Context: an optimization exercise on an open-source flow, tuned for small area, a short achievable clock period and few clock cycles per item. The choices shown serve that exercise and are no tape-out recipe. Function was checked by simulation only, so behaviour that the tests miss may differ from the original.

==> inputs of trial 12 <==
==> flow/design.v (excerpt) <==
module triangle_tangent_bitangent
#(
    parameter int POSITION_WIDTH = ttb_pkg::POS_W_DEF,
    parameter int TEXCOORD_WIDTH = ttb_pkg::TEX_W_DEF
)
(
    input  logic                             clk,
    input  logic                             rst_n,
    input  logic                             in_valid,
    output logic                             in_ready,
    input  logic signed [POSITION_WIDTH-1:0] pos_x,
    input  logic signed [POSITION_WIDTH-1:0] pos_y,
    input  logic signed [POSITION_WIDTH-1:0] pos_z,
    input  logic signed [TEXCOORD_WIDTH-1:0] tex_u,
    input  logic signed [TEXCOORD_WIDTH-1:0] tex_v,
    output logic                             out_valid,
    input  logic                             out_ready,
    output logic signed [ttb_pkg::OUT_W-1:0] tangent_x,
    output logic signed [ttb_pkg::OUT_W-1:0] tangent_y,
    output logic signed [ttb_pkg::OUT_W-1:0] tangent_z,
    output logic signed [ttb_pkg::OUT_W-1:0] bitangent_x,
    output logic signed [ttb_pkg::OUT_W-1:0] bitangent_y,
  ...
Settings: LEC_CHECK=0, CAP_MARGIN=20, CORE_MARGIN=2, CORE_UTILIZATION=40, SLEW_MARGIN=20; clock period 11.0 ns.
run.sh (not shown) runs the stock make flow with config.mk's settings and CLKGATE_MAP_FILE= SYNTH_SCRIPT=/design/flow/synth_recipe.tcl, a recipe that flattens the netlist after the stock synthesis.
==> build 87 (differences from trial 12) <==
Settings changed: SETUP_SLACK_MARGIN set to 3.
==> comparison table <==
|  | build 87 | trial 12 |
|---|---|---|
| Run status | finished with violations | timing/DRC/antenna clean |
| Layout check failures | capacitance limit, slew limit | - |
| Placer congestion estimate | 1.00 | 0.988 |
| Total via count after detailed routing | 117k | 117k |
| Count of max-cap constraint violations | 1 | 0 |
| Footprint of the multi-input gates | 0.0952 mm² | 0.0940 mm² |
| Capture endpoint of the worst hold path | s2_idx[3] | deg_reg |
| Register share of the cell area | 25.0% | 25.4% |
| Slowest stage delay, CP | 560 ps | 650 ps |
| Met2 routed wirelength | 215 mm | 221 mm |
| Fmax | 125 MHz | 103 MHz |
| Total CTS buffers | 169 | 172 |
Testbench counts of trial 12, summed over its fixed seeds: cycles 6,662, items 384.
Testbench counts of build 87, summed over its fixed seeds: cycles 6,662, items 384.

* * *

==> xenon: inputs <==
triangle_tangent_bitangent, a different RTL version from the one above (not shown whole).
make LEC_CHECK=0 CAP_MARGIN=20 CORE_MARGIN=2 CORE_UTILIZATION=40 SETUP_SLACK_MARGIN=3.5 SLEW_MARGIN=20 finish   # period 11.0 ns
==> indigo: changes against xenon <==
--- a/flow/design.v
+++ b/flow/design.v
@@ -19,17 +19,19 @@
     input  logic signed [BW-1:0] b,
     input  logic signed [AW-1:0] c,
     input  logic signed [BW-1:0] d,
     output logic signed [SW-1:0] acc
 );
-    localparam int PW = AW + BW;
+    localparam int PW = AW + BW + 1;
     localparam logic [PW:0] KC0 = ((PW+1)'(1) << PW) + ((PW+1)'(1) << (AW - 1))
+                                + ((PW+1)'(1) << (BW - 1)) - ((PW+1)'(1) << (AW + BW - 1))
+                                + ((PW+1)'(1) << (AW - 1))
                                 + ((PW+1)'(1) << (BW - 1)) - ((PW+1)'(1) << (AW + BW - 1));
     localparam logic [PW-1:0] KC = KC0[PW-1:0];
     logic [PW-1:0] rows_a [BW];
     logic [PW-1:0] rows_c [BW];
-    logic [PW-1:0] pa_n, pc_n;
+    logic [PW-1:0] ps_n;
     always_comb
     begin
         for (int i = 0; i < BW; i++)
         begin
             logic [AW-1:0] r, t;
@@ -49,27 +51,24 @@
                 t[AW-2:0] = ~t[AW-2:0];
             end
             rows_a[i] = PW'(r) << i;
             rows_c[i] = PW'(t) << i;
         end
-        pa_n = KC;
-        pc_n = KC;
+        ps_n = KC;
         for (int i = 0; i < BW; i++)
         begin
-            pa_n = pa_n + rows_a[i];
-            pc_n = pc_n + rows_c[i];
+            ps_n = ps_n + rows_a[i] + rows_c[i];
         end
     end
-    logic signed [PW-1:0] pa, pc;
+    logic signed [PW-1:0] ps;
     logic                 clr_d;
     logic [1:0]           shc_d;
     always_ff @(posedge clk)
     begin
         if (en)
         begin
-            pa    <= pa_n;
-            pc    <= pc_n;
+            ps    <= ps_n;
             clr_d <= clr;
             shc_d <= shc;
         end
     end
     logic signed [SW-1:0] acc_sel, acc_hi, sum, acc_next;
@@ -80,11 +79,11 @@
             2'd0:    acc_hi = acc_sel;
             2'd1:    acc_hi = acc_sel >>> 16;
             2'd2:    acc_hi = acc_sel >>> 19;
             default: acc_hi = acc_sel >>> 35;
         endcase
-        sum = acc_hi + SW'(pa) + SW'(pc);
+        sum = acc_hi + SW'(ps);
         case (shc_d)
             2'd0:    acc_next = sum;
             2'd1:    acc_next = {sum[SW-17:0], acc_sel[15:0]};
             2'd2:    acc_next = {sum[SW-20:0], acc_sel[18:0]};
             default: acc_next = {sum[SW-36:0], acc_sel[34:0]};
@@ -114,19 +113,23 @@
     input  logic [XW-1:0] x_in,
     input  logic [DW-1:0] den,
     input  logic          take,
     output logic          pend,
     output logic          busy,
-    output logic [XW-1:0] x
+    output logic          last,
+    output logic [XW-1:0] xr
 );
+    logic [XW-1:0] x;
     logic [DW-1:0] rem;
     logic [CW-1:0] cnt;
     logic [DW-1:0] r_n [K+1];
     logic [XW-1:0] x_n [K+1];
     logic [DW:0]   sh  [K];
     logic [DW+1:0] df  [K];
     assign busy = pend && (cnt != '0);
+    assign last = pend && (cnt == '0 || cnt == CW'(1));
+    assign xr   = (cnt == '0) ? x : x_n[K];
     always_comb
     begin
         r_n[0] = rem;
         x_n[0] = x;
         for (int i = 0; i < K; i++)
@@ -522,20 +525,18 @@
     logic           l1_par;
     logic [5:0]     l1_msb;
     logic           l1_zero;
     assign l1_v = (qcnt_reg != 2'd0);
     assign {l1_nabs, l1_sign, l1_j, l1_par, l1_msb, l1_zero} = q0_reg;
-    logic [DMW-1:0] dm_reg;
     logic           dsg_reg;
     logic           dz_reg;
     logic [5:0]     dmsb_reg;
     logic [DMW-1:0] dn_reg [2];                      
     always_ff @(posedge clk)
     begin
         if (pop && l1_j == 3'd0)
         begin
-            dm_reg          <= DMW'(l1_nabs);
             dsg_reg         <= l1_sign;
             dz_reg          <= l1_zero;
             dmsb_reg        <= l1_msb;
             dn_reg[l1_par]  <= DMW'(l1_nabs);
         end
@@ -553,11 +554,11 @@
     logic signed [7:0] qb;                           
     logic [4:0]     hq;                              
     logic [4:0]     hsh;
     logic [DMW+XW-1:0] wide;
     assign db     = l1_j - 3'd1;
-    assign dsel   = dm_reg;
+    assign dsel   = dn_reg[l1_par];
     assign bdz    = dz_reg;
     assign bneg   = l1_sign ^ dsg_reg ^ db[0];
     assign nfull  = {l1_nabs, {FRAC_SHIFT{1'b0}}};
     assign nmd    = {1'b0, nfull} - (NW+1)'(dsel);
     assign negeff = bneg && !nmd[NW] && !bdz;
@@ -573,27 +574,27 @@
         else
             hq = 5'((qb + 8'sd1) >>> 1);
     end
     assign hsh  = 5'd16 - hq;
     assign wide = (DMW+XW)'({{(DMW+XW-NW){1'b0}}, nsel} << {hsh, 1'b0});
-    logic [5:0]       pend, busy, take, free, par_d;
+    logic [5:0]       pend, busy, last_d, take, free, par_d;
     logic [5:0]       neg_d, ovf_d;
     logic             deg5;
     logic [XW-1:0]    xq [6];
     logic [5:0]       full_reg;
     logic [5:0]       sat_reg;
-    logic [OUT_W-1:0] res_reg [6];
+    logic [OUT_W-1:0] res_reg [6];                   
+    logic [5:0]       sneg_reg;
+    logic [OUT_W-1:0] res [6];                       
     logic             deg_reg;
     logic             xfer;
     assign out_valid = &full_reg;
     assign xfer      = out_valid && out_ready;
     for (genvar d = 0; d < 6; d++)
     begin : g_div
         logic load;
-        logic sat;
-        logic [OUT_W-1:0] cv;
-        assign take[d] = pend[d] && !busy[d] && !full_reg[d];
+        assign take[d] = last_d[d] && !full_reg[d];
         assign free[d] = !pend[d] || take[d];
         assign load    = pop && l1_j != 3'd0 && db == 3'(d);
         ttb_div #(.DW(DMW), .XW(XW), .K(K), .CW(CW)) u_div
         (
             .clk    (clk),
@@ -604,32 +605,33 @@
             .x_in   (wide[XW-1:0]),
             .den    (dn_reg[par_d[d]]),
             .take   (take[d]),
             .pend   (pend[d]),
             .busy   (busy[d]),
-            .x      (xq[d])
+            .last   (last_d[d]),
+            .xr     (xq[d])
         );
         always_ff @(posedge clk)
         begin
             if (load)
             begin
                 par_d[d] <= l1_par;
                 neg_d[d] <= negeff;
                 ovf_d[d] <= bsat;
             end
         end
-        assign sat = ovf_d[d];
-        assign cv  = sat ? {neg_d[d], {(OUT_W-1){!neg_d[d]}}}
-                         : (xq[d][OUT_W-1:0] ^ {OUT_W{neg_d[d]}});
         always_ff @(posedge clk)
         begin
             if (take[d])
             begin
-                res_reg[d] <= cv;
-                sat_reg[d] <= sat;
+                res_reg[d]  <= xq[d][OUT_W-1:0];
+                sat_reg[d]  <= ovf_d[d];
+                sneg_reg[d] <= neg_d[d];
             end
         end
+        assign res[d] = sat_reg[d] ? {sneg_reg[d], {(OUT_W-1){!sneg_reg[d]}}}
+                                   : (res_reg[d] ^ {OUT_W{sneg_reg[d]}});
     end
     logic load5;
     assign load5 = pop && l1_j == 3'd6;
     always_ff @(posedge clk)
     begin
@@ -658,14 +660,14 @@
     begin : g_hit
         assign par_hit[d] = busy[d] && (par_d[d] == l1_par);
     end
     assign stall_b = (l1_j == 3'd0) ? (|par_hit) : !free[db];
     assign pop     = l1_v && !stall_b;
-    assign tangent_x   = res_reg[0];
-    assign bitangent_x = res_reg[1];
-    assign tangent_y   = res_reg[2];
-    assign bitangent_y = res_reg[3];
-    assign tangent_z   = res_reg[4];
-    assign bitangent_z = res_reg[5];
+    assign tangent_x   = res[0];
+    assign bitangent_x = res[1];
+    assign tangent_y   = res[2];
+    assign bitangent_y = res[3];
+    assign tangent_z   = res[4];
+    assign bitangent_z = res[5];
     assign degenerate  = deg_reg;
     assign saturated   = |sat_reg;
 endmodule
--- a/flow/config.mk
+++ b/flow/config.mk
@@ -5,8 +5,8 @@
 export SDC_FILE = /design/flow/constraint.sdc
 export NUM_CORES = 4
 export LEC_CHECK = 0
 export CAP_MARGIN = 20
 export CORE_MARGIN = 2
-export CORE_UTILIZATION = 40
-export SETUP_SLACK_MARGIN = 3.5
+export CORE_UTILIZATION = 55
+export SETUP_SLACK_MARGIN = 3
 export SLEW_MARGIN = 20
==> comparison <==
xenon passed the timing, design-rule and antenna checks. indigo completed with no timing, DRC or antenna violations.
In xenon the cell count is higher than in indigo, by about 4.4%.
Of xenon and indigo, xenon has the higher flip-flop and latch count (gap 78).
In xenon the wire length is smaller than in indigo, by 13%.
In xenon the worst setup slack is better than in indigo, by 0.80 ns.
Of xenon and indigo, xenon has the higher fmax (gap 10%, measured against indigo).
Testbench counts of xenon, summed over its fixed seeds: cycles 4,403, items 384.
Testbench counts of indigo, summed over its fixed seeds: cycles 4,069, items 384.

==> port drivers added, routing unchanged <==
The flow's constraints put no driver on any port. The routed layouts listed below were extracted and timed again, unchanged, in two steps.
Step 1 assumes that a clkbuf_16 drives the clock port and a buf_2 every other input.
Step 2 also shifts input and output timing later by t, the mid clock arrival at the registers, as if the neighbouring blocks saw the same clock.
a / b / c = ideal ports / drivers / drivers and shift; a / b = the first two.
| run | t (ns) | setup slack, ns | worst slew at a driven data input, ns | pins driven straight from the clock port |
|---|---|---|---|---|
| trial 12 | 0.956 | 1.259 / 1.259 / 1.259 | 0.13 | 1 |
| build 87 | 0.970 | 2.974 / 2.974 / 2.974 | 0.08 | 1 |
| xenon | 1.054 | 2.943 / 2.943 / 2.811 | 0.16 | 1 |
| indigo | 1.012 | 2.140 / 2.140 / 2.140 | 0.40 | 1 |
For xenon, which loses most, drivers alone change the setup slack by 0.000 ns; drivers and shift together by -0.132 ns.
